From an optimization exercise on the open Yosys and OpenROAD flow, aimed at small area and few clock cycles; shortcuts taken in it are not production practice.
Only simulation tests tie the RTL to the original design; equivalence was not proved.
No run shown here takes its clock network from TritonCTS; it comes from the design's own scripts or RTL.
The flow treats the clock pin as an ideal source. Dropping or thinning the clock tree relies on that and would not hold on a real chip.
No activity file was given, so power comes from the tool's default toggle rates.

File: design.v
`timescale 1ns / 1ps
package nrmc_pkg;
    typedef enum logic [1:0] {
        KIND_START = 2'd0,
        KIND_END   = 2'd1,
        KIND_COMMA = 2'd2,
        KIND_CHAR  = 2'd3
    } kind_t;
    typedef struct packed {
        kind_t      kind;
        logic [7:0] ch;
        logic       too_long;
        logic       is_digit;
        logic [3:0] digit;
        logic       hex_ok;
        logic [3:0] hex_val;
    } item_t;
    typedef struct packed {
        logic        too_long;
        logic        bad_digit;
        logic        header_match;
        logic [3:0]  field_index;
        logic        fmt_bad;
        logic [6:0]  char_in_field;
        logic        after_star;
        logic [7:0]  mode_char;
        logic [7:0]  received_check;
        logic [7:0]  running_xor;
        logic [12:0] minute;
        logic [26:0] lat;
        logic [27:0] lon;
        logic        south;
        logic        west;
        logic [6:0]  dd;
        logic [6:0]  mm;
        logic [6:0]  yy;
    } snap_t;
    localparam logic [7:0] CH_DOLLAR = 8'h24;
    localparam logic [7:0] CH_CR     = 8'h0D;
    localparam logic [7:0] CH_COMMA  = 8'h2C;
    localparam logic [7:0] CH_STAR   = 8'h2A;
    localparam logic [7:0] CH_POINT  = 8'h2E;
    localparam logic [7:0] CH_N      = 8'h4E;
    localparam logic [7:0] CH_S_UP   = 8'h53;
    localparam logic [7:0] CH_S_LO   = 8'h73;
    localparam logic [7:0] CH_W_UP   = 8'h57;
    localparam logic [7:0] CH_W_LO   = 8'h77;
    localparam logic [3:0] FIELD_HEADER = 4'd0;
    localparam logic [3:0] FIELD_TIME   = 4'd1;
    localparam logic [3:0] FIELD_LAT    = 4'd3;
    localparam logic [3:0] FIELD_NS     = 4'd4;
    localparam logic [3:0] FIELD_LON    = 4'd5;
    localparam logic [3:0] FIELD_EW     = 4'd6;
    localparam logic [3:0] FIELD_DATE   = 4'd9;
    localparam logic [3:0] FIELD_CHECK  = 4'd12;
    localparam logic [3:0] FIELD_MAX    = 4'd15;
    localparam logic [28:0] LAT_LIMIT = 29'd90000000;
    localparam logic [28:0] LON_LIMIT = 29'd180000000;
    localparam logic [2:0] FAIL_OK       = 3'd0;
    localparam logic [2:0] FAIL_NOT_RMC  = 3'd1;
    localparam logic [2:0] FAIL_FIELDS   = 3'd2;
    localparam logic [2:0] FAIL_FORMAT   = 3'd3;
    localparam logic [2:0] FAIL_MODE_N   = 3'd4;
    localparam logic [2:0] FAIL_CHECKSUM = 3'd5;
    localparam logic [2:0] FAIL_DIGIT    = 3'd6;
    localparam logic [2:0] FAIL_LONG     = 3'd7;
    function automatic logic [7:0] header_char(input logic [2:0] p);
        case (p)
            3'd0:    header_char = 8'h24;
            3'd1:    header_char = 8'h47;
            3'd2:    header_char = 8'h50;
            3'd3:    header_char = 8'h52;
            3'd4:    header_char = 8'h4D;
            3'd5:    header_char = 8'h43;
            default: header_char = 8'h00;
        endcase
    endfunction
    function automatic logic [9:0] minute_weight(input logic [1:0] p);
        case (p)
            2'd0:    minute_weight = 10'd600;
            2'd1:    minute_weight = 10'd60;
            2'd2:    minute_weight = 10'd10;
            default: minute_weight = 10'd1;
        endcase
    endfunction
    function automatic logic [19:0] pow10(input logic [2:0] k);
        case (k)
            3'd0:    pow10 = 20'd1;
            3'd1:    pow10 = 20'd10;
            3'd2:    pow10 = 20'd100;
            3'd3:    pow10 = 20'd1000;
            3'd4:    pow10 = 20'd10000;
            3'd5:    pow10 = 20'd100000;
            default: pow10 = 20'd1000000;
        endcase
    endfunction
    function automatic logic [8:0] month_base(input logic [3:0] m);
        case (m)
            4'd2:    month_base = 9'd31;
            4'd3:    month_base = 9'd59;
            4'd4:    month_base = 9'd90;
            4'd5:    month_base = 9'd120;
            4'd6:    month_base = 9'd151;
            4'd7:    month_base = 9'd181;
            4'd8:    month_base = 9'd212;
            4'd9:    month_base = 9'd243;
            4'd10:   month_base = 9'd273;
            4'd11:   month_base = 9'd304;
            4'd12:   month_base = 9'd334;
            default: month_base = 9'd0;
        endcase
    endfunction
endpackage
`timescale 1ns / 1ps
module nmea_rmc_sentence_parser #(
    parameter int MAX_SENTENCE_LEN = 100,
    parameter int FRACTION_DIGITS  = 4
) (
    input  logic        aclk,
    input  logic        aresetn,
    input  logic        s_tvalid,
    output logic        s_tready,
    input  logic [7:0]  s_tdata,    
    output logic        m_tvalid,
    input  logic        m_tready,
    output logic [87:0] m_tdata
);
    localparam logic [27:0] LON_LIMIT = 28'd180000000;    
    function automatic logic [6:0] lfsr_next(input logic [6:0] s);
        lfsr_next = {s[5:0], s[6] ^ s[5]};
    endfunction
    function automatic logic [6:0] lfsr_after(input int n);
        logic [6:0] s;
        s = 7'd1;
        for (int i = 0; i < n; i++) s = lfsr_next(s);
        lfsr_after = s;
    endfunction
    localparam logic [6:0] LEN_ONE  = 7'd1;
    localparam logic [6:0] LEN_OVER = lfsr_after(MAX_SENTENCE_LEN);
    localparam logic [6:0] LEN_FULL = lfsr_after(MAX_SENTENCE_LEN - 1);
    function automatic logic [29:0] mul10_add(input logic [29:0] x, input logic [3:0] d);
        logic [29:0] s;
        logic        c;
        logic        c2, c3;
        s[0] = d[0];
        s[1] = x[0] ^ d[1];
        c2   = x[0] & d[1];
        s[2] = x[1] ^ d[2] ^ c2;
        c3   = (x[1] & d[2]) | (x[1] & c2) | (d[2] & c2);
        s[3] = x[2] ^ x[0] ^ d[3] ^ c3;
        c    = (x[2] & x[0]) | (x[2] & d[3]) | (x[2] & c3)
             | (x[0] & d[3]) | (x[0] & c3) | (d[3] & c3);
        for (int i = 4; i < 30; i++) begin
            s[i] = x[i-1] ^ x[i-3] ^ c;
            c    = (x[i-1] & x[i-3]) | (x[i-1] & c) | (x[i-3] & c);
        end
        mul10_add = s;
    endfunction
    function automatic logic [3:0] inc4(input logic [3:0] x);
        inc4 = {x[3] ^ (x[2] & x[1] & x[0]), x[2] ^ (x[1] & x[0]), x[1] ^ x[0], !x[0]};
    endfunction
    function automatic logic [2:0] inc3(input logic [2:0] x);
        inc3 = {x[2] ^ (x[1] & x[0]), x[1] ^ x[0], !x[0]};
    endfunction
    function automatic logic [29:0] mul10_add5(input logic [29:0] x, input logic [4:0] e);
        logic [29:0] s;
        logic [5:0]  lo;
        logic        c;
        lo = 6'({x[3:0], 1'b0}) + 6'({x[1:0], 3'b000}) + 6'(e);
        s[4:0] = lo[4:0];
        c = lo[5];
        for (int i = 5; i < 30; i++) begin
            s[i] = x[i-1] ^ x[i-3] ^ c;
            c    = (x[i-1] & x[i-3]) | (x[i-1] & c) | (x[i-3] & c);
        end
        mul10_add5 = s;
    endfunction
    function automatic logic [15:0] add16(input logic [15:0] a, input logic [15:0] b);
        logic c;
        c = 1'b0;
        for (int i = 0; i < 16; i++) begin
            add16[i] = a[i] ^ b[i] ^ c;
            c        = (a[i] & b[i]) | (a[i] & c) | (b[i] & c);
        end
    endfunction
    function automatic logic [15:0] add16c(input logic [15:0] a, input logic [15:0] b,
                                           input logic ci);
        logic c;
        c = ci;
        for (int i = 0; i < 16; i++) begin
            add16c[i] = a[i] ^ b[i] ^ c;
            c         = (a[i] & b[i]) | (a[i] & c) | (b[i] & c);
        end
    endfunction
    function automatic logic gt_const(input logic [29:0] x, input logic [29:0] k);
        logic gt, eq;
        gt = 1'b0;
        eq = 1'b1;
        for (int i = 29; i >= 0; i--) begin
            if (!k[i]) gt = gt | (eq & x[i]);
            eq = eq & (x[i] == k[i]);
        end
        gt_const = gt;
    endfunction
    function automatic logic [7:0] header_char(input logic [2:0] p);
        header_char = (p == 3'd1) ? 8'h47 :
                      (p == 3'd2) ? 8'h50 :
                      (p == 3'd3) ? 8'h52 :
                      (p == 3'd4) ? 8'h4D :
                      (p == 3'd5) ? 8'h43 : 8'h00;
    endfunction
    function automatic logic [8:0] month_base(input logic [3:0] m);
        month_base = 
                           (m == 4'd2) ? 9'd31 :
                           (m == 4'd3) ? 9'd59 :
                           (m == 4'd4) ? 9'd90 :
                           (m == 4'd5) ? 9'd120 :
                           (m == 4'd6) ? 9'd151 :
                           (m == 4'd7) ? 9'd181 :
                           (m == 4'd8) ? 9'd212 :
                           (m == 4'd9) ? 9'd243 :
                           (m == 4'd10) ? 9'd273 :
                           (m == 4'd11) ? 9'd304 :
                           (m == 4'd12) ? 9'd334 :
                           9'd0;
    endfunction
    logic        in_s_reg, out_v_reg;
    logic [6:0]  len_reg;
    logic [3:0]  fi_reg;       
    logic [2:0]  cif_reg;      
    logic        hdr_reg, fmt_reg, mode_n_reg, ck_bad_reg, bad_reg, sp_reg;
    logic [7:0]  xor_reg;
    logic [12:0] min_reg;
    logic [26:0] lat_val;      
    logic [27:0] lon_val;      
    logic [2:0]  lat_fc_reg, lon_fc_reg;    
    logic        south_reg, west_reg;
    logic [6:0]  dd_reg;
    logic [3:0]  mon_reg;      
    logic        leap_reg;
    logic [7:0] c;
    logic [3:0] d;
    logic       take, is_dollar, is_cr, is_comma, is_star, is_point, is_digit, is_hex;
    logic       start, step, fin, comma, ch;
    logic       f0, f1, f3, f4, f5, f6, f9, f12, after3, after5;
    logic       p0, p1, p23, p_lt4, p_lt6;
    assign c         = s_tdata;
    assign d         = s_tdata[3:0];
    assign s_tready  = !out_v_reg || m_tready;
    assign take      = s_tvalid && s_tready;
    assign is_dollar = (c == 8'h24);
    assign is_cr     = (c == 8'h0D);
    assign is_comma  = (c == 8'h2C);
    assign is_star   = (c == 8'h2A);
    assign is_point  = (c == 8'h2E);
    assign is_digit  = (c[7:4] == 4'h3) && !(c[3] && (c[2] || c[1]));
    assign is_hex    = is_digit || ((c[7:6] == 2'b01) && (c[4:3] == 2'b00)
                                    && (c[2:0] != 3'd0) && (c[2:0] != 3'd7));
    assign start = take && is_dollar;
    assign step  = take && in_s_reg && !is_dollar;
    assign fin   = step && is_cr;
    assign comma = step && is_comma;
    assign ch    = step && !is_cr && !is_comma;
    assign f0     = (fi_reg == 4'd0);
    assign f1     = (fi_reg == 4'd1);
    assign f3     = (fi_reg == 4'd3);
    assign f4     = (fi_reg == 4'd4);
    assign f5     = (fi_reg == 4'd5);
    assign f6     = (fi_reg == 4'd6);
    assign f9     = (fi_reg == 4'd9);
    assign f12    = (fi_reg == 4'd12);
    assign after3 = fi_reg[3] || fi_reg[2];
    assign after5 = fi_reg[3] || (fi_reg[2] && fi_reg[1]);
    assign p0    = (cif_reg == 3'd0);
    assign p1    = (cif_reg == 3'd1);
    assign p23   = (cif_reg[2:1] == 2'b01);
    assign p_lt4 = !cif_reg[2];
    assign p_lt6 = (cif_reg[2:1] != 2'b11);
    always_ff @(posedge aclk) begin
        if (!aresetn) begin
            in_s_reg  <= 1'b0;
            out_v_reg <= 1'b0;
        end else begin
            if (take) in_s_reg <= is_dollar || (in_s_reg && !is_cr);
            if (fin) out_v_reg <= 1'b1;
            else if (m_tready) out_v_reg <= 1'b0;
        end
    end
    always_ff @(posedge aclk) begin
        if (start) len_reg <= LEN_ONE;
        else if (step && (len_reg != LEN_OVER)) len_reg <= lfsr_next(len_reg);
    end
    always_ff @(posedge aclk) begin
        if (start) begin
            fi_reg  <= 4'd0;
            cif_reg <= 3'd1;
        end else if (comma) begin
            if (fi_reg != 4'd15) fi_reg <= inc4(fi_reg);
            cif_reg <= 3'd0;
        end else if (ch) begin
            if (cif_reg != 3'd7) cif_reg <= inc3(cif_reg);
        end
    end
    logic [3:0] xor_nib;
    assign xor_nib = cif_reg[0] ? xor_reg[3:0] : xor_reg[7:4];
    always_ff @(posedge aclk) begin
        if (start) begin
            hdr_reg    <= 1'b1;
            fmt_reg    <= 1'b0;
            mode_n_reg <= 1'b0;
            ck_bad_reg <= 1'b0;
            xor_reg    <= '0;
        end else if (comma) begin
            if (f0 && (cif_reg != 3'd6)) hdr_reg <= 1'b0;
            xor_reg <= xor_reg ^ 8'h2C;
        end else if (ch) begin
            if (f0 && (!p_lt6 || (header_char(cif_reg) != c))) hdr_reg <= 1'b0;
            if (!(f12 && !p0)) xor_reg <= xor_reg ^ c;
            if (f12 && p1) begin
                if (!is_star) fmt_reg <= 1'b1;
            end else if (is_star) begin
                fmt_reg <= 1'b1;
            end
            if (f12 && p23 && !is_hex) fmt_reg <= 1'b1;
            if (f12 && p0) mode_n_reg <= (c == 8'h4E);
            if (f12 && p23)
                ck_bad_reg <= (cif_reg[0] && ck_bad_reg) || (hex_digit(c) != xor_nib);
        end
    end
    function automatic logic [3:0] hex_digit(input logic [7:0] ch_in);
        hex_digit = ch_in[6] ? {1'b1, inc3(ch_in[2:0])} : ch_in[3:0];
    endfunction
    always_ff @(posedge aclk) begin
        if (start) begin
            bad_reg <= 1'b0;
        end else if (comma) begin
            if ((f1 && p_lt4) || (f9 && p_lt6)) bad_reg <= 1'b1;
        end else if (ch) begin
            if (((f1 && p_lt4) || (f9 && p_lt6)) && !is_digit) bad_reg <= 1'b1;
            if ((f3 || f5) && !is_digit && !(is_point && !sp_reg)) bad_reg <= 1'b1;
        end
        if (comma) sp_reg <= 1'b0;
        else if (ch && is_point) sp_reg <= 1'b1;
    end
    logic [12:0] min_t, min_b, min_sum;
    always_comb begin
        logic cc;
        cc = 1'b0;
        for (int i = 0; i < 13; i++) begin
            logic e;
            e        = (i < 3) ? d[i+1] : 1'b0;
            min_t[i] = min_reg[i] ^ e ^ cc;
            cc       = (min_reg[i] & e) | (min_reg[i] & cc) | (e & cc);
        end
        min_b = (cif_reg[1:0] == 2'd2) ? (min_reg << 2) : (min_reg << 3);
        cc = 1'b0;
        for (int i = 0; i < 13; i++) begin
            logic a;
            a          = (i == 0) ? d[0] : min_t[i-1];
            min_sum[i] = a ^ min_b[i] ^ cc;
            cc         = (a & min_b[i]) | (a & cc) | (min_b[i] & cc);
        end
    end
    always_ff @(posedge aclk) begin
        if (ch && f1 && p_lt4) begin
            if (p0) min_reg <= 13'(d);
            else min_reg <= min_sum;
        end
    end
    logic [29:0] dd_sum;
    assign dd_sum = mul10_add(30'(dd_reg), d);
    always_ff @(posedge aclk) begin
        if (ch && f9) begin
            case (cif_reg)
                3'd0: dd_reg <= 7'(d);
                3'd1: dd_reg <= dd_sum[6:0];
                3'd2: mon_reg <= {2'b00, (d == 4'd1), (d == 4'd0)};
                3'd3: begin
                    if (mon_reg[0]) mon_reg <= d;
                    else if (mon_reg[1] && (d == 4'd0)) mon_reg <= 4'd10;
                    else if (mon_reg[1] && (d == 4'd1)) mon_reg <= 4'd11;
                    else if (mon_reg[1] && (d == 4'd2)) mon_reg <= 4'd12;
                    else mon_reg <= 4'd0;
                end
                3'd4: leap_reg <= d[0];
                3'd5: leap_reg <= !d[0] && (leap_reg == d[1]);
                default: ;
            endcase
        end
    end
    always_ff @(posedge aclk) begin
        if (start) begin
            south_reg <= 1'b0;
            west_reg  <= 1'b0;
        end else if (ch && p0) begin
            if (f4) south_reg <= ((c & 8'hDF) == 8'h53);
            if (f6) west_reg  <= ((c & 8'hDF) == 8'h57);
        end
    end
    logic        lat_fd, lon_fd, lat_mode, w_step, w_clear, swap;
    logic [4:0]  w_d;
    logic        w_over;
    logic [29:0] w_sum;
    logic [27:0] w_reg, st_reg;
    logic        swapped_reg;
    assign lat_fd   = (lat_fc_reg == 3'd4);
    assign lon_fd   = (lon_fc_reg == 3'd4);
    assign lat_mode = f3 || swapped_reg;
    assign swap     = after5 && lon_fd && !swapped_reg;
    assign w_step   = (ch && (f3 || f5) && is_digit && (!sp_reg || !(f3 ? lat_fd : lon_fd)))
                   || (after5 && !swapped_reg && !lon_fd)
                   || (swapped_reg && !lat_fd);
    assign w_clear  = start || (comma && f3) || (fin && !fin_ok);
    assign w_d      = !(f3 || f5) ? 5'd0 : lat_mode ? {d, 1'b0} : {1'b0, d};
    assign w_sum    = mul10_add5(30'(w_reg), w_d);
    assign w_over   = gt_const(30'(w_reg), 30'd18000000)
                   || ((w_reg == 28'd18000000) && (w_d != 5'd0));
    always_ff @(posedge aclk) begin
        if (w_clear) w_reg <= '0;
        else if (swap) w_reg <= st_reg;
        else if (w_step) w_reg <= w_over ? LON_LIMIT : w_sum[27:0];
        if (fin && !fin_ok) st_reg <= '0;
        else if ((comma && f3) || swap) st_reg <= w_reg;
    end
    always_ff @(posedge aclk) begin
        if (start) begin
            swapped_reg <= 1'b0;
            lat_fc_reg  <= '0;
            lon_fc_reg  <= '0;
        end else begin
            if (swap) swapped_reg <= 1'b1;
            if (w_step) begin
                if (f3 ? sp_reg : swapped_reg) lat_fc_reg <= inc3(lat_fc_reg);
                if (f5 ? sp_reg : (after5 && !swapped_reg)) lon_fc_reg <= inc3(lon_fc_reg);
            end
        end
    end
    assign lat_val = w_reg[27:1];
    assign lon_val = st_reg;
    logic fin_ok;
    assign fin_ok = !((len_reg == LEN_FULL) || (len_reg == LEN_OVER))
                 && hdr_reg && !(f0 && (cif_reg != 3'd6)) && f12 && !fmt_reg
                 && (cif_reg == 3'd4) && !mode_n_reg && !ck_bad_reg && !bad_reg;
    logic [2:0]  code;
    logic        ok;
    logic [8:0]  doy;
    logic [15:0] doy_sum;
    logic [27:0] lat_o;
    logic [28:0] lon_o;
    logic        lat_any, lon_any;
    always_comb begin
        if (len_reg == LEN_OVER)                      code = 3'd7;
        else if (!hdr_reg || (f0 && (cif_reg != 3'd6))) code = 3'd1;
        else if (!f12)                                code = 3'd2;
        else if (fmt_reg || (cif_reg != 3'd4))        code = 3'd3;
        else if (mode_n_reg)                          code = 3'd4;
        else if (ck_bad_reg)                          code = 3'd5;
        else if (bad_reg)                             code = 3'd6;
        else                                          code = 3'd0;
        ok = (code == 3'd0);
        doy_sum = add16c({9'd0, dd_reg}, {7'd0, month_base(mon_reg)},
                         leap_reg && (mon_reg[3] || mon_reg[2] || (mon_reg[1] && mon_reg[0])));
        doy = doy_sum[8:0];
        lat_any = 1'b0;
        for (int i = 0; i < 27; i++) begin
            lat_o[i] = lat_val[i] ^ (south_reg && lat_any);
            lat_any  = lat_any || lat_val[i];
        end
        lat_o[27] = south_reg && lat_any;
        lon_any = 1'b0;
        for (int i = 0; i < 28; i++) begin
            lon_o[i] = lon_val[i] ^ (west_reg && lon_any);
            lon_any  = lon_any || lon_val[i];
        end
        lon_o[28] = west_reg && lon_any;
        m_tdata        = '0;
        m_tdata[3:1]   = code;
        m_tdata[44:17] = lat_o;
        m_tdata[73:45] = lon_o;
        if (ok) begin
            m_tdata[0]     = 1'b1;
            m_tdata[16:4]  = min_reg;
            m_tdata[82:74] = doy;
        end
    end
    assign m_tvalid = out_v_reg;
endmodule
File: flow/run.sh
#!/bin/bash
# The standard layout (the standard.sh), with three changes:
# - after the standard synthesis, flow/reopt.sh maps its combinational logic again with an
#   area-oriented ABC script; every flip-flop and tie cell instance is kept exactly as the
#   standard synthesis made it (same names, same cells). 1_synth.odb is then rebuilt from
#   the new netlist (the standard netlist is kept as 1_2_yosys.standard.v);
# - the port buffers use the smallest buffer cell (buf_1);
# - the clock tree is built by flow/mcts.tcl (ORFS's PRE_CTS_TCL hook) instead of
#   clock_tree_synthesis: one root clkbuf_8 driving sixteen clkbuf_4, each driving an equal,
#   compact group of flip-flops. The rest of the CTS step and all later steps are ORFS's own.
# Logs: make's output in flow.log, the re-mapping's in reopt.log, every ORFS tool's in
# orfs/logs.
set -euo pipefail
export MCTS_CLOCK_PORT=aclk
export MCTS_LEVELS=4
export MCTS_LEAF_BUF=sky130_fd_sc_hd__clkbuf_4
export MCTS_ROOT_BUF=sky130_fd_sc_hd__clkbuf_8
ARGS=(BUFFER_PORTS_ARGS="-buffer_cell sky130_fd_sc_hd__buf_1" PRE_CTS_TCL="$(pwd)/flow/mcts.tcl")
RES=orfs/results/sky130hd/nmea_rmc_sentence_parser/base
bash standard.sh "${ARGS[@]}" synth > flow.log 2>&1
cp $RES/1_2_yosys.v $RES/1_2_yosys.standard.v
bash flow/reopt.sh $RES/1_2_yosys.standard.v $RES/1_2_yosys.v reopt.log
bash standard.sh "${ARGS[@]}" do-1_synth >> flow.log 2>&1
bash standard.sh "${ARGS[@]}" finish >> flow.log 2>&1
File: flow/mcts.tcl
# Clock tree, used in place of clock_tree_synthesis (this file is ORFS's PRE_CTS_TCL hook,
# sourced just before the CTS step calls clock_tree_synthesis).
# The clock's sinks are split by position into 2^MCTS_LEVELS groups of equal size (recursive
# median cuts along the longer side), each group is driven by one MCTS_LEAF_BUF placed at
# the group's centroid, and one MCTS_ROOT_BUF at the centroid of all sinks drives the group
# buffers. The clock port drives only the root buffer. Every sink sees the same two buffer
# stages; detailed placement then legalizes the new buffers, and the CTS step goes on with
# its own timing repair as usual.

proc mcts_split {items axis} {
    set keyed {}
    foreach it $items { lappend keyed [list [lindex $it $axis] $it] }
    set keyed [lsort -integer -index 0 $keyed]
    set n [llength $keyed]
    set h [expr {$n / 2}]
    set a {}
    set b {}
    for {set i 0} {$i < $n} {incr i} {
        if {$i < $h} { lappend a [lindex $keyed $i 1] } else { lappend b [lindex $keyed $i 1] }
    }
    return [list $a $b]
}

proc mcts_centroid {items} {
    set sx 0
    set sy 0
    foreach it $items {
        incr sx [lindex $it 0]
        incr sy [lindex $it 1]
    }
    set n [llength $items]
    return [list [expr {$sx / $n}] [expr {$sy / $n}]]
}

proc mcts_add_buf {block master name x y in_net out_name} {
    set inst [odb::dbInst_create $block $master $name]
    $inst setLocation $x $y
    $inst setPlacementStatus PLACED
    set net [odb::dbNet_create $block $out_name]
    $net setSigType CLOCK
    [$inst findITerm A] connect $in_net
    [$inst findITerm X] connect $net
    return $net
}

proc mcts_build {clock_port levels leaf_buf root_buf} {
    set block [ord::get_db_block]
    set db [ord::get_db]
    set clk_net [[$block findBTerm $clock_port] getNet]
    set leaf_master [$db findMaster $leaf_buf]
    set root_master [$db findMaster $root_buf]
    set items {}
    foreach it [$clk_net getITerms] {
        set bb [[$it getInst] getBBox]
        lappend items [list [expr {([$bb xMin] + [$bb xMax]) / 2}] \
                            [expr {([$bb yMin] + [$bb yMax]) / 2}] $it]
    }
    puts "mcts: [llength $items] clock sinks on [$clk_net getName]"
    set groups [list $items]
    for {set l 0} {$l < $levels} {incr l} {
        set next {}
        foreach g $groups {
            set xs {}
            set ys {}
            foreach it $g {
                lappend xs [lindex $it 0]
                lappend ys [lindex $it 1]
            }
            set xs [lsort -integer $xs]
            set ys [lsort -integer $ys]
            set axis [expr {([lindex $xs end] - [lindex $xs 0]) >= ([lindex $ys end] - [lindex $ys 0]) ? 0 : 1}]
            foreach part [mcts_split $g $axis] { lappend next $part }
        }
        set groups $next
    }
    # Disconnect every sink first, then wire the tree.
    foreach it $items { [lindex $it 2] disconnect }
    lassign [mcts_centroid $items] rx ry
    set root_net [mcts_add_buf $block $root_master mcts_root $rx $ry $clk_net mcts_root_net]
    puts "mcts: root $root_buf at ($rx, $ry)"
    set i 0
    foreach g $groups {
        lassign [mcts_centroid $g] cx cy
        set net [mcts_add_buf $block $leaf_master mcts_leaf_$i $cx $cy $root_net mcts_leaf_net_$i]
        foreach it $g { [lindex $it 2] connect $net }
        puts "mcts: leaf $i $leaf_buf at ($cx, $cy) drives [llength $g] clock pins"
        incr i
    }
}

rename clock_tree_synthesis mcts_unused_clock_tree_synthesis
proc clock_tree_synthesis {args} {
    mcts_build $::env(MCTS_CLOCK_PORT) $::env(MCTS_LEVELS) $::env(MCTS_LEAF_BUF) $::env(MCTS_ROOT_BUF)
    set_propagated_clock [all_clocks]
}
File: flow/reopt.sh
#!/bin/bash
# Re-map the combinational logic of a synthesized netlist for area (two rounds of ABC's
# dc2/resub rewriting, each followed by area mapping with amap, then a minute of &deepsyn
# and a last amap), keeping every flip-flop (and tie cell) instance exactly as it is. usage: reopt.sh IN.v OUT.v LOG
set -euo pipefail
IN=$1; OUT=$2; LOG=$3
LIB=${FLOW_HOME:-/OpenROAD-flow-scripts/flow}/platforms/sky130hd/lib/sky130_fd_sc_hd__tt_025C_1v80.lib
DU=""
for c in sky130_fd_sc_hd__probe_p_8 sky130_fd_sc_hd__probec_p_8 $(grep -o 'sky130_fd_sc_hd__lpflow_[a-z0-9_]*' ${FLOW_HOME:-/OpenROAD-flow-scripts/flow}/platforms/sky130hd/config.mk | sort -u); do DU="$DU -dont_use $c"; done
KEEP=$(grep -o '^\s*sky130_fd_sc_hd__[a-z0-9_]*' $IN | sort -u | grep -E 'df|conb|dl' | tr '\n' ' ')
cat > $OUT.ys <<EOT
read_liberty -ignore_miss_func $LIB
read_verilog $IN
hierarchy -top nmea_rmc_sentence_parser
setattr -mod -set keep_hierarchy 1 $KEEP
flatten
opt_clean -purge
abc -liberty $LIB $DU -script +strash;dc2;resub,-K,8;dc2;resub,-K,10,-N,2;dc2;dch,-f;amap;strash;dc2;resub,-K,8;dc2;resub,-K,10,-N,2;dc2;dch,-f;amap;&get,-n;&deepsyn,-T,60;&put;dch,-f;amap;topo;dnsize;
opt_clean -purge
rename -hide w:*
rename -enumerate -pattern reopt_%_ w:* c:*
stat -liberty $LIB
select nmea_rmc_sentence_parser
write_verilog -noattr -noexpr -selected $OUT
EOT
yosys -l $LOG -q $OUT.ys > /dev/null
File: standard.sh
#!/bin/bash
# synth_recipe.tcl (not shown) runs the flow's synth.tcl, then flattens the netlist and writes it again
# the make line also repeats each setting of config.mk as NAME=value (left out here)
make -C /OpenROAD-flow-scripts/flow DESIGN_CONFIG=/design/flow/config.mk WORK_HOME=/design/flow/orfs CLKGATE_MAP_FILE= SYNTH_SCRIPT=/design/flow/synth_recipe.tcl "${@:-finish}"
File: config.mk
export PLATFORM = sky130hd
export DESIGN_NAME = nmea_rmc_sentence_parser
export DESIGN_NICKNAME = nmea_rmc_sentence_parser
export VERILOG_FILES = /design/flow/design.v
export SDC_FILE = /design/flow/constraint.sdc
export NUM_CORES = 4
export LEC_CHECK = 0
export CAP_MARGIN = 20
export CORE_MARGIN = 2
export CORE_UTILIZATION = 40
export SLEW_MARGIN = 20
File: constraint.sdc
create_clock -name core_clock -period 12.0 [get_ports {aclk}]
set_input_delay 2.4000 -clock core_clock [delete_from_list [all_inputs] [get_ports {aclk}]]
set_output_delay 2.4000 -clock core_clock [all_outputs]
set_load 0.01 [all_outputs]
==> run summary, run 1 <==
run status=timing/DRC/antenna clean; gr ovfl total=0; 1st-iter DRT viols=546; mapped cell area=7720 µm²; Pwr Density=140 nW/µm²; antenna fix cells=0; nets=1259; RSZ-0062 raised after global routing=no; Critical-path top delay cell=dfxtp_1; antenna viol nets, final=0; Max Cap Viol=0; setup TNS=0 ns; most used cell along the critical path=o21ai_0; largest net degree at the start of global routing=29; Leak=2.92 nW; syn avg cell area=6.90 µm²; layout cells sized above 1=0.0241; Hold Buf Count CTS=0; Final Core Density=0.459; num ports=102; Worst Path Buf+Inv=10; crit-path leading delay family=compound AO/OA/AOI/OAI gates; Area growth, synth to finish=11.9%; DRC viols=0; final worst slack=1.67 ns; Final Critical Period=10.33 ns; vias=8308; crit path capture type=primary output; clock slew at reported path FFs=0.09 ns; GPL Wtd Cong=0.908; Cells after Synth=1119; final WL=22700 µm; tightest hold margin=0.460 ns; Setup violations, final=0; die area=20400 µm²; Core ar.=18800 µm²; cts repair resizes=0; period utilization=0.861; critical path class=register to primary output; Arr. time, crit path=7.93 ns; IO buf count=96; maximum vdd drop=0.0815 mV; Worst Tran Pin Value=1.02 ns; Site Rows=50; vias per cell=5.52; Tightest Hold Check Type=register to register; Die H=143 µm; routed len/inst=15.1 µm; worst-skew pair later-pin latency=0.47 ns; Max Slew Vio Count=0; Max-slew headroom=0.317; first-pass GRT wire length=37100 µm; startpoint types=register; hold violation count in the final report=0; WP data required=9.60 ns; vias in the first global route=7293; drt pass-1 iters=5; Critical Path Max Stage Delay=0.31 ns; DPL Wire Length=16700 µm; GRT Resource Usage Total=0.217; Die W=143 µm; pre-CTS WS=1.42 ns; postcts setup bufs=0; synth warn=1; initial antenna violation count=0; Starting Density=0.410; critical path peak fanout=23; Max Clock Skew=0.0267 ns; FMAX=96.8 MHz
layout make-up:
type                            count  area (µm²)
Fill cell                        1976       10200
Multi-Input combinational cell    841        4490
Sequential cell                   120        2650
Inverter                          162         608
Timing Repair Buffer              105         428
Tap cell                          260         325
Buffer                             17         134
report_power, final:
group	total [mW]	internal (mW)	switching [mW]
logic	0.452	0.157	0.295
registers	0.544	0.488	0.0557
clock network	0.211	0.0689	0.142
total	1.21	0.714	0.492
layer usage:
metal | part of all wire | track usage
met4 | 0.020 | 0.0422
met5 | 0 | 0
met3 | 0.046 | 0.0164
met2 | 0.44 | 0.353
met1 | 0.49 | 0.317
tightest hold or removal path, cell delays in order (launching register included):
cell,delay [ns]
dfxtp_1,0.32
clkinv_1,0.05
o22ai_1,0.06
path summary, 6_finish.rpt:
path	start	end	slack, ns	cells after the start
setup / recovery	west_reg	m_tdata[72]	1.67	41
hold / removal	len_reg[4]	len_reg[5]	0.46	2
setup reg to reg	fi_reg[3]	w_reg[26]	2.85	59
hold reg to reg	len_reg[4]	len_reg[5]	0.46	2
placed cells by master (no fill, tap or decap), types with 3 or more instances in the layout:
master and n:
a211oi_1 11, a21oi_1 66, a221oi_1 3, a22oi_1 28, a31oi_1 7, and2_0 4
buf_1 96, buf_4 9, clkbuf_4 16, clkinv_1 162, conb_1 5, dfxtp_1 95
edfxtp_1 25, nand2_1 114, nand3_1 24, nand4_1 6, nor2_1 194, nor2b_1 14
nor3_1 32, nor4_1 5, o2111a_1 11, o21a_1 42, o21ai_0 113, o221ai_1 22
o22ai_1 67, o31ai_1 6, o32ai_1 3, or2_0 25, or3_1 6
per-stage QoR:
step           std cells  power [mW]  cell area (µm²)
5_1_grt             1505        1.30             8640
3_3_place_gp        1488       0.996             8500
4_1_cts             1505        1.22             8630
3_5_place_dp        1488        1.00             8500
2_1_floorplan       1123       0.857             7730
6_report            1505        1.21             8640
Testbench counts, summed over its fixed seeds: cycles 117,293.
==> inputs of run 2 (changes only) <==
--- a/design.v
+++ b/design.v
@@ -228,8 +228,8 @@
     logic [6:0]  len_reg;
     logic [3:0]  fi_reg;       
     logic [2:0]  cif_reg;      
-    logic        hdr_reg, fmt_reg, mode_n_reg, ck_bad_reg, bad_reg, sp_reg;
-    logic [7:0]  xor_reg;
+    logic        hdr_reg, fmt_reg, mode_n_reg, bad_reg, sp_reg;
+    logic [7:0]  xor_reg;      
     logic [12:0] min_reg;
     logic [26:0] lat_val;      
     logic [27:0] lon_val;      
@@ -301,14 +301,13 @@
             if (cif_reg != 3'd7) cif_reg <= inc3(cif_reg);
         end
     end
-    logic [3:0] xor_nib;
-    assign xor_nib = cif_reg[0] ? xor_reg[3:0] : xor_reg[7:4];
+    logic [3:0] ck_val;
+    assign ck_val = hex_digit(c);
     always_ff @(posedge aclk) begin
         if (start) begin
             hdr_reg    <= 1'b1;
             fmt_reg    <= 1'b0;
             mode_n_reg <= 1'b0;
-            ck_bad_reg <= 1'b0;
             xor_reg    <= '0;
         end else if (comma) begin
             if (f0 && (cif_reg != 3'd6)) hdr_reg <= 1'b0;
@@ -316,6 +315,7 @@
         end else if (ch) begin
             if (f0 && (!p_lt6 || (header_char(cif_reg) != c))) hdr_reg <= 1'b0;
             if (!(f12 && !p0)) xor_reg <= xor_reg ^ c;
+            else if (f12 && p23) xor_reg <= xor_reg ^ (cif_reg[0] ? {4'h0, ck_val} : {ck_val, 4'h0});
             if (f12 && p1) begin
                 if (!is_star) fmt_reg <= 1'b1;
             end else if (is_star) begin
@@ -323,8 +323,6 @@
             end
             if (f12 && p23 && !is_hex) fmt_reg <= 1'b1;
             if (f12 && p0) mode_n_reg <= (c == 8'h4E);
-            if (f12 && p23)
-                ck_bad_reg <= (cif_reg[0] && ck_bad_reg) || (hex_digit(c) != xor_nib);
         end
     end
     function automatic logic [3:0] hex_digit(input logic [7:0] ch_in);
@@ -440,7 +438,7 @@
     logic fin_ok;
     assign fin_ok = !((len_reg == LEN_FULL) || (len_reg == LEN_OVER))
                  && hdr_reg && !(f0 && (cif_reg != 3'd6)) && f12 && !fmt_reg
-                 && (cif_reg == 3'd4) && !mode_n_reg && !ck_bad_reg && !bad_reg;
+                 && (cif_reg == 3'd4) && !mode_n_reg && (xor_reg == 8'h00) && !bad_reg;
     logic [2:0]  code;
     logic        ok;
     logic [8:0]  doy;
@@ -454,7 +452,7 @@
         else if (!f12)                                code = 3'd2;
         else if (fmt_reg || (cif_reg != 3'd4))        code = 3'd3;
         else if (mode_n_reg)                          code = 3'd4;
-        else if (ck_bad_reg)                          code = 3'd5;
+        else if (xor_reg != 8'h00)                    code = 3'd5;
         else if (bad_reg)                             code = 3'd6;
         else                                          code = 3'd0;
         ok = (code == 3'd0);
==> run summary, run 2 <==
run status=timing/DRC/antenna clean; Core ar.=18600 µm²; antenna viol nets, final=0; Pwr Total=801 µW; most frequent cells in the layout=nor2_1 (191), clkinv_1 (164), o21ai_0 (104); Final Critical Period=10.70 ns; Pwr Density=94.9 nW/µm²; Hold Buf Count CTS=0; Site Rows=50; Tightest Hold Check Type=register to register; net switching power=256 µW; Arr. time, crit path=8.30 ns; critical path class=register to primary output; pre-CTS WS=1.01 ns; IO buf count=96; die area=20000 µm²; startpoint types=register; cts repair resizes=0; Critical Path Max Stage Delay=0.37 ns; DR WL met3=1470 µm; worst-skew pair later-pin latency=0.47 ns; layout cells sized above 1=0.0230; hold violation count in the final report=0; Cells after Synth=1092; setup TNS=0 ns; Final Core Density=0.453; Worst Path Buf+Inv=15; routed len/inst=15.8 µm; RSZ-0062 raised after global routing=no; postcts setup bufs=0; syn avg cell area=6.93 µm²; first-pass GRT wire length=36900 µm; largest net degree at the start of global routing=29; GPL Wtd Cong=0.916; maximum vdd drop=0.0638 mV; initial antenna violation count=0; Max-slew headroom=0.309; mapped cell area=7570 µm²; crit path capture type=primary output; commonest non-fill, non-tap cell in the layout=nor2_1; fraction of power consumed by sequential logic=0.550; Int Power=546 µW; DRC viols=0; final WL=22900 µm; switching share of power=0.319; top routing layer in use=met4; nets=1231; vias in the first global route=7345; combinational share of power=0.190; Worst Tran Pin Value=1.03 ns; antenna fix cells=0; vias=8265; final worst slack=1.30 ns; WL met1=10800 µm; clock slew at reported path FFs=0.10 ns; FMAX=93.4 MHz; GRT Resource Usage Total=0.221; synth warn=1; gr ovfl total=0; Clock power frac=0.260; Critical-path top delay cell=dfxtp_1; Max Slew Vio Count=0; Setup violations, final=0; vias per cell=5.70; Die H=142 µm; period utilization=0.892; DPL Wire Length=16900 µm; Max Clock Skew=0.0206 ns; 1st-iter DRT viols=495; Leak=2.92 nW; WP data required=9.60 ns; critical path peak fanout=5; Area growth, synth to finish=11.6%; drt pass-1 iters=4; crit-path leading delay family=compound AO/OA/AOI/OAI gates; num ports=102; Starting Density=0.406; DR WL met2=10100 µm; Max Cap Viol=0; Die W=142 µm; most used cell along the critical path=o21ai_0
[run 2: power groups by stage]
stage / sequential [mW] / clock [mW] / combinational, mW
2_1_floorplan: 0.447 / 0 / 0.106
3_3_place_gp: 0.449 / 0 / 0.151
3_5_place_dp: 0.450 / 0 / 0.152
4_1_cts: 0.440 / 0.218 / 0.153
5_1_grt: 0.443 / 0.233 / 0.171
6_report: 0.441 / 0.208 / 0.152
[run 2: metal layers]
metal	GRT usage	vias to the layer above
met2	0.368	261
met3	0.0226	45
met5	0	-
met4	0.0595	0
li1	-	4261
met1	0.306	3698
[run 2: final timing paths]
check	from	endpoint	slack, ns	depth (start not counted)
max reg2reg	fi_reg[1]	w_reg[25]	2.51	59
min reg2reg	xor_reg[6]	xor_reg[6]	0.46	1
min	xor_reg[6]	xor_reg[6]	0.46	1
max	st_reg[0]	m_tdata[72]	1.30	44
[run 2: area by class of cell]
cell class	count	area (µm²)
Inverter	164	616
Multi-Input combinational cell	813	4350
Buffer	17	134
Fill cell	2014	10200
Timing Repair Buffer	104	420
Sequential cell	119	2630
Tap cell	234	293
[run 2: stage by stage]
step / hold slack, ns / std cells / instance area (µm²)
after floorplan: 0.421 / 1096 / 7590
after CTS: 0.454 / 1451 / 8450
after global routing: 0.477 / 1451 / 8450
after detailed placement: 0.443 / 1434 / 8310
final: 0.457 / 1451 / 8450
after global placement: 0.437 / 1434 / 8310
[run 2: worst register-to-register path, delay by kind of cell, from the launching register on]
family,cells,cell delay [ns]
DFF,1,0.49
AOI/OAI and AO/OA,24,3.55
buffers and inverters,4,0.59
and+or+nand+nor,31,4.75
Testbench counts of run 2, summed over its fixed seeds: cycles 117,293.
==> inputs of run 3 (changes only) <==
--- a/design.v
+++ b/design.v
@@ -400,14 +400,15 @@
     logic        w_over;
     logic [29:0] w_sum;
     logic [27:0] w_reg, st_reg;
-    logic        swapped_reg;
+    logic        swapped;
     assign lat_fd   = (lat_fc_reg == 3'd4);
     assign lon_fd   = (lon_fc_reg == 3'd4);
-    assign lat_mode = f3 || swapped_reg;
-    assign swap     = after5 && lon_fd && !swapped_reg;
+    assign swapped  = (lon_fc_reg == 3'd5);
+    assign lat_mode = f3 || swapped;
+    assign swap     = after5 && lon_fd;
     assign w_step   = (ch && (f3 || f5) && is_digit && (!sp_reg || !(f3 ? lat_fd : lon_fd)))
-                   || (after5 && !swapped_reg && !lon_fd)
-                   || (swapped_reg && !lat_fd);
+                   || (after5 && !swapped && !lon_fd)
+                   || (swapped && !lat_fd);
     assign w_clear  = start || (comma && f3) || (fin && !fin_ok);
     assign w_d      = !(f3 || f5) ? 5'd0 : lat_mode ? {d, 1'b0} : {1'b0, d};
     assign w_sum    = mul10_add5(30'(w_reg), w_d);
@@ -422,15 +423,12 @@
     end
     always_ff @(posedge aclk) begin
         if (start) begin
-            swapped_reg <= 1'b0;
             lat_fc_reg  <= '0;
             lon_fc_reg  <= '0;
         end else begin
-            if (swap) swapped_reg <= 1'b1;
-            if (w_step) begin
-                if (f3 ? sp_reg : swapped_reg) lat_fc_reg <= inc3(lat_fc_reg);
-                if (f5 ? sp_reg : (after5 && !swapped_reg)) lon_fc_reg <= inc3(lon_fc_reg);
-            end
+            if (w_step && (f3 ? sp_reg : swapped)) lat_fc_reg <= inc3(lat_fc_reg);
+            if ((w_step && (f5 ? sp_reg : (after5 && !swapped))) || swap)
+                lon_fc_reg <= inc3(lon_fc_reg);
         end
     end
     assign lat_val = w_reg[27:1];
==> run summary, run 3 <==
largest net degree at the start of global routing=29; Die W=141 µm; Max Cap Viol=0; critical path peak fanout=23; run status=timing/DRC/antenna clean; 1st-iter DRT viols=584; Hold EP=xor_reg[1]; startpoint types=register; period utilization=0.889; nets=1253; Site Rows=50; num ports=102; first-pass GRT wire length=37400 µm; Pwr Total=859 µW; worst-skew pair later-pin latency=0.46 ns; synth warn=1; RSZ-0062 raised after global routing=no; vias per cell=5.73; vias in the first global route=7489; Final Critical Period=10.67 ns; Final Cell Area=8470 µm²; die area=20000 µm²; DPL Wire Length=17000 µm; Critical Path Max Stage Delay=0.47 ns; layout cells sized above 1=0.0274; WP data required=9.60 ns; drt pass-1 iters=5; GRT Resource Usage Total=0.222; DRC viols=0; Arr. time, crit path=8.27 ns; reg2reg start=fi_reg[1]; commonest non-fill, non-tap cell in the layout=nor2_1; Max-slew headroom=0.364; HP Start=xor_reg[1]; Hold Buf Count CTS=0; maximum vdd drop=0.0691 mV; setup TNS=0 ns; GPL Wtd Cong=0.906; Worst R2R Path Depth=57; IO buf count=96; reg2reg setup slack=2.75 ns; critical path class=register to primary output; syn avg cell area=6.81 µm²; Critical-path top delay cell=dfxtp_2; end of the worst register-to-register path=w_reg[26]; crit path capture type=primary output; initial antenna violation count=0; hold violation count in the final report=0; clock slew at reported path FFs=0.08 ns; antenna viol nets, final=0; gr ovfl total=0; Cell Area, Placed=8330 µm²; Max Slew Vio Count=0; Tightest Hold Check Type=register to register; most frequent cells in the layout=nor2_1 (189), clkinv_1 (172), o21ai_0 (112); postcts setup bufs=0; Core ar.=18600 µm²; routed len/inst=15.7 µm; Setup violations, final=0; Pwr Density=101 nW/µm²; most used cell along the critical path=clkinv_1; Area growth, synth to finish=12.0%; Worst Hold Path Cells=1; final WL=23100 µm; Worst Tran Pin Value=0.950 ns; vias=8442; FMAX=93.7 MHz; Max Clock Skew=0.0199 ns; crit path from=west_reg; Die H=141 µm; cts repair resizes=0; Starting Density=0.406; antenna fix cells=0; mapped cell area=7560 µm²; Leak=3.02 nW; Cells after Synth=1110
==> run 3: metrics by stage <==
step	worst slack (ns)	hold slack [ns]	utilization	instances
floorplan	2.55	0.431	-	1114
global placement	1.44	0.449	0.447	1456
detailed placement	1.23	0.451	0.447	1456
CTS	0.615	0.463	0.454	1473
global route	0.0110	0.478	0.454	1473
finish	1.33	0.458	0.454	1473
==> run 3: worst max path at each step <==
stage | endpoint | slack (ns) | cells past startpoint
final | m_tdata[72] | 1.33 | 46
after global routing | m_tdata[72] | 0.01 | 46
after CTS | m_tdata[72] | 0.62 | 46
after detailed placement | m_tdata[72] | 1.23 | 46
after global placement | m_tdata[72] | 1.44 | 46
after floorplan | m_tdata[72] | 2.55 | 45
==> run 3: worst max-delay path, delay by kind of cell, from the launching register on <==
kind | cells | cell delay (ns)
flip-flops | 1 | 0.47
AO/OA/AOI/OAI | 20 | 4.26
AND/OR/NAND/NOR | 10 | 1.04
buffers and inverters | 16 | 2.03
==> run 3: power breakdown <==
part | internal [mW] | switching, mW
logic | 0.0679 | 0.137
registers | 0.425 | 0.0204
clock network | 0.0689 | 0.139
total | 0.562 | 0.297
==> run 3: metal layers <==
layer / wire length (µm) / global-route usage / share of wire
met2: 10300 / 0.366 / 0.45
met1: 11000 / 0.316 / 0.48
met4: 349 / 0.0389 / 0.015
met5: 0 / 0 / 0
met3: 1420 / 0.0260 / 0.061
==> run 3: area by class of cell <==
| class | instances | area [µm²] |
|---|---|---|
| fill | 1954 | 10200 |
| multi-input combinational | 823 | 4330 |
| sequential | 118 | 2610 |
| inverter | 173 | 653 |
| timing repair buffer | 108 | 450 |
| tap | 234 | 293 |
| buffer | 17 | 134 |
Testbench counts of run 3, summed over its fixed seeds: cycles 117,293.
==> inputs of run 4 (changes only) <==
--- a/flow/run.sh
+++ b/flow/run.sh
@@ -6,15 +6,15 @@
 #   the new netlist (the standard netlist is kept as 1_2_yosys.standard.v);
 # - the port buffers use the smallest buffer cell (buf_1);
 # - the clock tree is built by flow/mcts.tcl (ORFS's PRE_CTS_TCL hook) instead of
-#   clock_tree_synthesis: one root clkbuf_8 driving sixteen clkbuf_4, each driving an equal,
+#   clock_tree_synthesis: one root clkbuf_4 driving eight clkbuf_8, each driving an equal,
 #   compact group of flip-flops. The rest of the CTS step and all later steps are ORFS's own.
 # Logs: make's output in flow.log, the re-mapping's in reopt.log, every ORFS tool's in
 # orfs/logs.
 set -euo pipefail
 export MCTS_CLOCK_PORT=aclk
-export MCTS_LEVELS=4
-export MCTS_LEAF_BUF=sky130_fd_sc_hd__clkbuf_4
-export MCTS_ROOT_BUF=sky130_fd_sc_hd__clkbuf_8
+export MCTS_LEVELS=3
+export MCTS_LEAF_BUF=sky130_fd_sc_hd__clkbuf_8
+export MCTS_ROOT_BUF=sky130_fd_sc_hd__clkbuf_4
 ARGS=(BUFFER_PORTS_ARGS="-buffer_cell sky130_fd_sc_hd__buf_1" PRE_CTS_TCL="$(pwd)/flow/mcts.tcl")
 RES=orfs/results/sky130hd/nmea_rmc_sentence_parser/base
 bash standard.sh "${ARGS[@]}" synth > flow.log 2>&1
==> flow/reopt.sh (replaced) <==
#!/bin/bash
# Re-map the combinational logic of a synthesized netlist for area, keeping every flip-flop
# (and tie cell) instance exactly as it is (same instance names, same cells).
# The ABC script: two rounds of dc2/resub rewriting, each followed by area mapping with
# amap, then a minute of &deepsyn and a last amap. &deepsyn is randomized, so four runs
# with seeds 0..3 go in parallel and the netlist with the smallest cell area is kept.
# usage: reopt.sh IN.v OUT.v LOG
set -euo pipefail
IN=$1; OUT=$2; LOG=$3
FH=${FLOW_HOME:-/OpenROAD-flow-scripts/flow}
LIB=$FH/platforms/sky130hd/lib/sky130_fd_sc_hd__tt_025C_1v80.lib
DU=""
for c in sky130_fd_sc_hd__probe_p_8 sky130_fd_sc_hd__probec_p_8 $(grep -o 'sky130_fd_sc_hd__lpflow_[a-z0-9_]*' $FH/platforms/sky130hd/config.mk | sort -u); do DU="$DU -dont_use $c"; done
KEEP=$(grep -o '^\s*sky130_fd_sc_hd__[a-z0-9_]*' $IN | sort -u | grep -E 'df|conb|dl' | tr '\n' ' ')
R="dc2;resub,-K,8;dc2;resub,-K,10,-N,2;dc2;dch,-f;amap"
for S in 0 1 2 3; do
cat > $OUT.$S.ys <<EOT
read_liberty -ignore_miss_func $LIB
read_verilog $IN
hierarchy -top nmea_rmc_sentence_parser
setattr -mod -set keep_hierarchy 1 $KEEP
flatten
opt_clean -purge
abc -liberty $LIB $DU -script +strash;$R;strash;$R;&get,-n;&deepsyn,-T,60,-S,$S;&put;dch,-f;amap;topo;dnsize;
opt_clean -purge
rename -hide w:*
rename -enumerate -pattern reopt_%_ w:* c:*
stat -liberty $LIB
select nmea_rmc_sentence_parser
write_verilog -noattr -noexpr -selected $OUT.$S.v
EOT
yosys -l $LOG.$S -q $OUT.$S.ys > /dev/null &
done
wait
best=""; best_area=""
for S in 0 1 2 3; do
    a=$(grep "Chip area for top module" $LOG.$S | grep -o '[0-9.]*$')
    echo "seed $S: cell area $a" >> $LOG
    if [[ -z "$best" ]] || python3 -c "import sys; sys.exit(0 if float('$a') < float('$best_area') else 1)"; then
        best=$S; best_area=$a
    fi
done
echo "kept seed $best ($best_area)" >> $LOG
cp $OUT.$best.v $OUT
--- a/config.mk
+++ b/config.mk
@@ -8,4 +8,5 @@
 export CAP_MARGIN = 20
 export CORE_MARGIN = 2
 export CORE_UTILIZATION = 40
+export GPL_TIMING_DRIVEN = 0
 export SLEW_MARGIN = 20
==> run summary, run 4 <==
Site Rows=49; Die W=141 µm; period utilization=0.869; Cells after Synth=1089; Area growth, synth to finish=12.1%; tightest hold margin=0.464 ns; Max Slew Vio Count=0; Max-slew headroom=0.338; Worst Tran Pin Value=0.992 ns; mapped cell area=7470 µm²; vias per cell=5.65; initial antenna violation count=1; critical path class=input port to register; DRC viols=0; cts repair resizes=0; Leak=2.90 nW; worst-skew pair later-pin latency=0.50 ns; antenna fix cells=0; GPL Wtd Cong=0.861; Die H=141 µm; Setup violations, final=0; critical path peak fanout=16; WP data required=12.38 ns; most frequent cells in the layout=nor2_1 (192), clkinv_1 (146), nand2_1 (130); GRT Resource Usage Total=0.215; Max Clock Skew=0.0111 ns; Critical-path top delay cell=clkinv_1; layout cells sized above 1=0.0224; Max Cap Viol=0; Arr. time, crit path=10.80 ns; pre-CTS WS=1.22 ns; maximum vdd drop=0.0532 mV; end of the worst register-to-register path=w_reg[26]; RSZ-0062 raised after global routing=no; Starting Density=0.412; nets=1221; clock slew at reported path FFs=0.10 ns; vias in the first global route=7242; gr ovfl total=0; Hold EP=lat_fc_reg[2]; Worst Hold Path Cells=1; HP Start=lat_fc_reg[2]; hold violation count in the final report=0; Tightest Hold Check Type=register to register; IO buf count=96; Worst R2R Path Depth=60; num ports=102; antenna viol nets, final=0; routed len/inst=15.4 µm; met1 usage=0.315; syn avg cell area=6.86 µm²; most used cell along the critical path=a21oi_1; crit path capture type=register; largest net degree at the start of global routing=30; Hold Buf Count CTS=0; Pwr Density=88.2 nW/µm²; GRT Max-Usage Layer=met2; drt pass-1 iters=7; commonest non-fill, non-tap cell in the layout=nor2_1; DPL Wire Length=16300 µm; first-pass GRT wire length=36500 µm; Critical Path Max Stage Delay=0.61 ns; startpoint types=input port; Core ar.=18100 µm²; final WL=22200 µm; setup TNS=0 ns; synth warn=1; 1st-iter DRT viols=666; reg2reg setup slack=3.33 ns; postcts setup bufs=0; M3 GR Usage=0.0180; vias=8117; Final Critical Period=10.42 ns; run status=timing/DRC/antenna clean; final worst slack=1.58 ns; die area=19800 µm²; reg2reg start=fi_reg[0]; FMAX=95.9 MHz; met2 Use GR=0.356
## run 4: changes by cell type in the layout (fill, tap and decap cells not counted), sizes merged, moves of 6 or more
| cell | previous run | this run |
|---|---|---|
| nand2 | 95 | 130 |
| clkinv | 172 | 146 |
| a21oi | 87 | 65 |
| nor3 | 46 | 28 |
| a222oi | 0 | 11 |
| a31oi | 7 | 17 |
| o221ai | 16 | 6 |
| a211oi | 13 | 22 |
| a22oi | 33 | 24 |
| o22ai | 76 | 67 |
| clkbuf | 17 | 9 |
| nand3 | 19 | 13 |
## run 4: layout make-up
type / instances / area, µm²
fill: 1920 / 9770
multi-input combinational: 829 / 4370
sequential: 118 / 2610
inverter: 146 / 548
timing repair buffer: 105 / 438
tap: 229 / 287
buffer: 9 / 118
## run 4: worst max path at each step
stage          startpoint   endpoint  slack (ns)  cells after the start
6_report       s_tdata[2]  w_reg[26]        1.58                     55
5_1_grt        s_tdata[1]  w_reg[26]        0.44                     55
4_1_cts        s_tdata[2]  w_reg[26]        1.71                     55
3_5_place_dp   s_tdata[2]  w_reg[26]        1.22                     55
3_3_place_gp   s_tdata[2]  w_reg[26]        1.31                     56
2_1_floorplan  s_tdata[1]  w_reg[26]        2.86                     54
## run 4: layer usage
| layer | share of wire | vias to the layer above |
|---|---|---|
| met1 | 0.49 | 3672 |
| met5 | 0.00072 | - |
| li1 | - | 4197 |
| met3 | 0.050 | 25 |
| met4 | 0.013 | 2 |
| met2 | 0.45 | 221 |
## run 4: critical path, delay by kind of cell
family	cells	cell delay, ns
compound gates	26	3.65
simple gates	26	3.64
buf+inv	3	1.12
## run 4: where the power goes
group	leakage [nW]	internal (mW)	switching [mW]	total (mW)
Combinational	1.86	0.0369	0.0820	0.119
Clock	0.0621	0.0633	0.131	0.195
Sequential	0.982	0.415	0.0102	0.425
Total	2.90	0.515	0.224	0.739
## run 4: through the flow
| step | cells | util | power, mW | area, µm² |
|---|---|---|---|---|
| 6_report | 1436 | 0.462 | 0.739 | 8380 |
| 5_1_grt | 1436 | 0.462 | 0.773 | 8380 |
| 4_1_cts | 1436 | 0.462 | 0.745 | 8380 |
| 3_5_place_dp | 1427 | 0.455 | 0.552 | 8260 |
| 3_3_place_gp | 1418 | 0.448 | 0.545 | 8140 |
| 2_1_floorplan | 1093 | - | 0.506 | 7490 |
==> inputs of run 5 (changes only) <==
--- a/config.mk
+++ b/config.mk
@@ -8,5 +8,4 @@
 export CAP_MARGIN = 20
 export CORE_MARGIN = 2
 export CORE_UTILIZATION = 40
-export GPL_TIMING_DRIVEN = 0
 export SLEW_MARGIN = 20
==> run summary, run 5 <==
run status=timing/DRC/antenna clean; period utilization=0.844; mapped cell area=7470 µm²; gr ovfl total=0; tightest hold margin=0.464 ns; Site Rows=49; commonest non-fill, non-tap cell in the layout=nor2_1; critical path peak fanout=16; 1st-iter DRT viols=716; Final Critical Period=10.12 ns; DRC viols=0; num ports=102; postcts setup bufs=0; Core ar.=18100 µm²; GPL Wtd Cong=0.907; first-pass GRT wire length=36700 µm; Max-slew headroom=0.235; final WL=22500 µm; RSZ-0062 raised after global routing=no; most used cell along the critical path=nor2_1; Layout fillers=1917; vias in the first global route=7261; setup TNS=0 ns; Pwr Total=733 µW; vias per cell=5.66; Max Clock Skew=0.0147 ns; Pwr Density=87.8 nW/µm²; synth warn=1; FMAX=98.8 MHz; vias=8136; syn avg cell area=6.86 µm²; Final Cell Area=8340 µm²; drt pass-1 iters=6; largest net degree at the start of global routing=30; most frequent cells in the layout=nor2_1 (194), clkinv_1 (146), nand2_1 (130); Max Slew Vio Count=0; critical path class=input port to register; startpoint types=input port; Critical-path top delay cell=clkinv_1; initial antenna violation count=1; Tightest Hold Check Type=register to register; Cells after Synth=1089; Max Cap Viol=0; Setup violations, final=0; hold violation count in the final report=0; WP data required=12.39 ns; Arr. time, crit path=10.51 ns; pre-CTS WS=1.55 ns; Leak=2.89 nW; IO buf count=96; nets=1221; worst-skew pair later-pin latency=0.51 ns; Starting Density=0.412; die area=19800 µm²; Die H=141 µm; antenna viol nets, final=0; final worst slack=1.88 ns; Worst Tran Pin Value=1.15 ns; layout cells sized above 1=0.0182; DPL Wire Length=16500 µm; reg2reg setup slack=3.46 ns; Hold Buf Count CTS=0; crit path capture type=register; Area growth, synth to finish=11.6%; cts repair resizes=0; Cell Area, Placed=8220 µm²; Die W=141 µm; routed len/inst=15.7 µm; maximum vdd drop=0.0480 mV; GRT Resource Usage Total=0.219; Critical Path Max Stage Delay=0.52 ns; clock slew at reported path FFs=0.10 ns
[run 5: changes by cell type in the layout (fill, tap and decap cells not counted), sizes merged]
cell,previous run,this run
diode,0,1
[run 5: final timing paths]
| check | from | endpoint | depth (start not counted) |
|---|---|---|---|
| min reg2reg | lon_fc_reg[2] | lon_fc_reg[2] | 1 |
| max | s_tdata[2] | w_reg[26] | 55 |
| min | lon_fc_reg[2] | lon_fc_reg[2] | 1 |
| max reg2reg | fi_reg[3] | w_reg[26] | 58 |
[run 5: worst max-delay path, delay by kind of cell]
family                 cells  cell delay (ns)
AND/OR/NAND/NOR           27             3.77
AO/OA/AOI/OAI             25             3.37
buffers and inverters      3             0.95
[run 5: where the power goes]
group,internal (mW),switching (mW)
Combinational,0.0354,0.0833
Sequential,0.415,0.00772
Clock,0.0632,0.128
Total,0.513,0.219
[run 5: layout make-up]
| type | count | area (µm²) | share of cell area |
|---|---|---|---|
| diodes | 1 | 2.50 | 0.000300 |
| plain buffers | 9 | 118 | 0.0141 |
| inverters | 146 | 548 | 0.0657 |
| multi-input cells | 829 | 4350 | 0.521 |
| flip-flops and latches | 118 | 2610 | 0.313 |
| well taps | 229 | 287 | 0.0343 |
| repair buffers | 105 | 428 | 0.0513 |
[run 5: layer usage]
layer / share of wire / GRT usage
met2: 0.43 / 0.350
met5: 0 / 0
met3: 0.067 / 0.0183
met4: 0.015 / 0.0326
met1: 0.49 / 0.329
[run 5: through the flow]
| stage | util | std cells |
|---|---|---|
| 2_1_floorplan | - | 1093 |
| 3_3_place_gp | 0.453 | 1427 |
| 3_5_place_dp | 0.453 | 1427 |
| 4_1_cts | 0.460 | 1436 |
| 5_1_grt | 0.460 | 1436 |
| 6_report | 0.460 | 1437 |
==> inputs of run 6 (changes only) <==
--- a/design.v
+++ b/design.v
@@ -350,7 +350,7 @@
             min_t[i] = min_reg[i] ^ e ^ cc;
             cc       = (min_reg[i] & e) | (min_reg[i] & cc) | (e & cc);
         end
-        min_b = (cif_reg[1:0] == 2'd2) ? (min_reg << 2) : (min_reg << 3);
+        min_b = (cif_reg[1:0] == 2'd2) ? 13'({min_reg[6:0], 2'b00}) : (min_reg << 3);
         cc = 1'b0;
         for (int i = 0; i < 13; i++) begin
             logic a;
--- a/flow/run.sh
+++ b/flow/run.sh
@@ -1,10 +1,12 @@
 #!/bin/bash
-# The standard layout (the standard.sh), with three changes:
+# The standard layout (the standard.sh), with four changes:
 # - after the standard synthesis, flow/reopt.sh maps its combinational logic again with an
 #   area-oriented ABC script; every flip-flop and tie cell instance is kept exactly as the
 #   standard synthesis made it (same names, same cells). 1_synth.odb is then rebuilt from
 #   the new netlist (the standard netlist is kept as 1_2_yosys.standard.v);
 # - the port buffers use the smallest buffer cell (buf_1);
+# - the tie cell that drives the constant outputs is not copied once per output
+#   (SKIP_REPAIR_TIE_FANOUT);
 # - the clock tree is built by flow/mcts.tcl (ORFS's PRE_CTS_TCL hook) instead of
 #   clock_tree_synthesis: one root clkbuf_4 driving eight clkbuf_8, each driving an equal,
 #   compact group of flip-flops. The rest of the CTS step and all later steps are ORFS's own.
@@ -15,7 +17,8 @@
 export MCTS_LEVELS=3
 export MCTS_LEAF_BUF=sky130_fd_sc_hd__clkbuf_8
 export MCTS_ROOT_BUF=sky130_fd_sc_hd__clkbuf_4
-ARGS=(BUFFER_PORTS_ARGS="-buffer_cell sky130_fd_sc_hd__buf_1" PRE_CTS_TCL="$(pwd)/flow/mcts.tcl")
+ARGS=(BUFFER_PORTS_ARGS="-buffer_cell sky130_fd_sc_hd__buf_1" PRE_CTS_TCL="$(pwd)/flow/mcts.tcl"
+      SKIP_REPAIR_TIE_FANOUT=1)
 RES=orfs/results/sky130hd/nmea_rmc_sentence_parser/base
 bash standard.sh "${ARGS[@]}" synth > flow.log 2>&1
 cp $RES/1_2_yosys.v $RES/1_2_yosys.standard.v
==> run summary, run 6 <==
run status=timing/DRC/antenna clean; Core ar.=18600 µm²; vias in the first global route=7107; syn avg cell area=6.80 µm²; mapped cell area=7510 µm²; Cell Area, Placed=8250 µm²; Hold Buf Count CTS=0; Max Cap Viol=0; WP data required=9.60 ns; maximum vdd drop=0.0983 mV; setup TNS=0 ns; initial antenna violation count=1; synth warn=1; num ports=102; reg2reg setup slack=3.50 ns; worst-skew pair later-pin latency=0.52 ns; IO buf count=96; DRC viols=0; Area growth, synth to finish=11.5%; GPL Wtd Cong=0.909; commonest non-fill, non-tap cell in the layout=nor2_1; critical path peak fanout=26; Die W=141 µm; Final Cell Area=8370 µm²; post-route insts no fill=1453; critical path class=register to primary output; most used cell along the critical path=o21ai_0; Max Slew Vio Count=0; nets=1232; 1st-iter DRT viols=702; vias per cell=5.59; cts repair resizes=0; placed cell count=1443; layout cells sized above 1=0.0189; Arr. time, crit path=7.20 ns; Pwr Total=1.41 mW; Final Critical Period=9.60 ns; startpoint types=register; Pwr Density=168 nW/µm²; Die H=141 µm; Leak=2.96 nW; DPL Wire Length=16300 µm; Worst Tran Pin Value=0.894 ns; GRT Resource Usage Total=0.216; Max-slew headroom=0.402; Critical-path top delay cell=o21ai_0; RSZ-0062 raised after global routing=no; first-pass GRT wire length=36100 µm; period utilization=0.800; Tightest Hold Check Type=register to register; gr ovfl total=0; Max Clock Skew=0.0279 ns; vias=8122; clock slew at reported path FFs=0.12 ns; hold violation count in the final report=0; Critical Path Max Stage Delay=0.37 ns; antenna viol nets, final=0; FMAX=104 MHz; final WL=22100 µm; most frequent cells in the layout=nor2_1 (233), clkinv_1 (154), o21ai_0 (120); postcts setup bufs=0; largest net degree at the start of global routing=29; drt pass-1 iters=6; routed len/inst=15.2 µm; crit path capture type=primary output; Cells after Synth=1104; Starting Density=0.404; die area=19900 µm²; Site Rows=50; Setup violations, final=0
[run 6: worst max-delay path: cells and delay by family (launching register included)]
family,cells,cell delay [ns]
simple gates,12,1.52
compound gates,17,3.93
flops,1,0.32
buf+inv,6,0.89
[run 6: stage by stage]
step	hold WS, ns	utilization	setup slack, ns
after CTS	0.466	0.451	2.43
after floorplan	0.430	-	3.71
after global placement	0.446	0.444	2.67
final	0.463	0.451	2.40
after detailed placement	0.451	0.444	2.44
after global routing	0.490	0.451	1.20
[run 6: layer usage]
layer  global-route usage  share of wire  vias up
met5                    0              0        -
met4               0.0295          0.012        0
met3               0.0187          0.064       21
met2                0.339           0.43      262
met1                0.332           0.50     3616
li1                     -              -     4223
[run 6: area by class of cell]
class / count / area (µm²)
fill: 2008 / 10200
timing repair buffer: 105 / 428
multi-input combinational: 832 / 4340
sequential: 118 / 2610
inverter: 154 / 578
antenna: 1 / 2.50
tap: 234 / 293
buffer: 9 / 118
[run 6: path summary, 6_finish.rpt]
check / endpoint / cells after the start / start
worst max register to register: w_reg[25] / 55 / fi_reg[1]
worst min-delay path: lon_fc_reg[2] / 1 / lon_fc_reg[2]
worst min register to register: lon_fc_reg[2] / 1 / lon_fc_reg[2]
worst max-delay path: m_tdata[72] / 35 / west_reg
[run 6: where the power goes]
group          switching, mW  internal (mW)  total (mW)
clock network          0.131         0.0632       0.194
logic                  0.402          0.221       0.624
registers             0.0952          0.494       0.589
Testbench counts of run 6, summed over its fixed seeds: cycles 117,293.

[static timing again, ports no longer ideal]
How much do the figures lean on ideal ports? The routed layouts below were timed once more, with nothing changed but the port constraints.
Step 1: set_driving_cell puts a clkbuf_16 on aclk and a buf_2 on each other input, an assumption about the parent block.
Step 2 also shifts input and output timing later by t, the mid clock arrival at the registers, as if the neighbouring blocks saw the same clock.
Three values: ideal, step 1, step 2; two values: the first two.
| run | t, ns | setup WS [ns] | hold slack, ns |
|---|---|---|---|
| run 1 | 0.498 | 1.666 / 1.628 / 1.341 | 0.460 / 0.460 / 0.460 |
| run 2 | 0.495 | 1.295 / 1.256 / 0.870 | 0.457 / 0.457 / 0.457 |
| run 3 | 0.499 | 1.331 / 1.287 / 1.445 | 0.458 / 0.458 / 0.458 |
| run 4 | 0.534 | 1.577 / 1.589 / 1.055 | 0.464 / 0.464 / 0.464 |
| run 5 | 0.544 | 1.875 / 1.882 / 1.337 | 0.464 / 0.464 / 0.464 |
| run 6 | 0.545 | 2.403 / 2.364 / 2.231 | 0.463 / 0.463 / 0.463 |
After both steps every run listed still meets setup and hold. For run 5, which loses most, drivers alone change the setup slack by +0.007 ns; drivers and shift together by -0.538 ns.
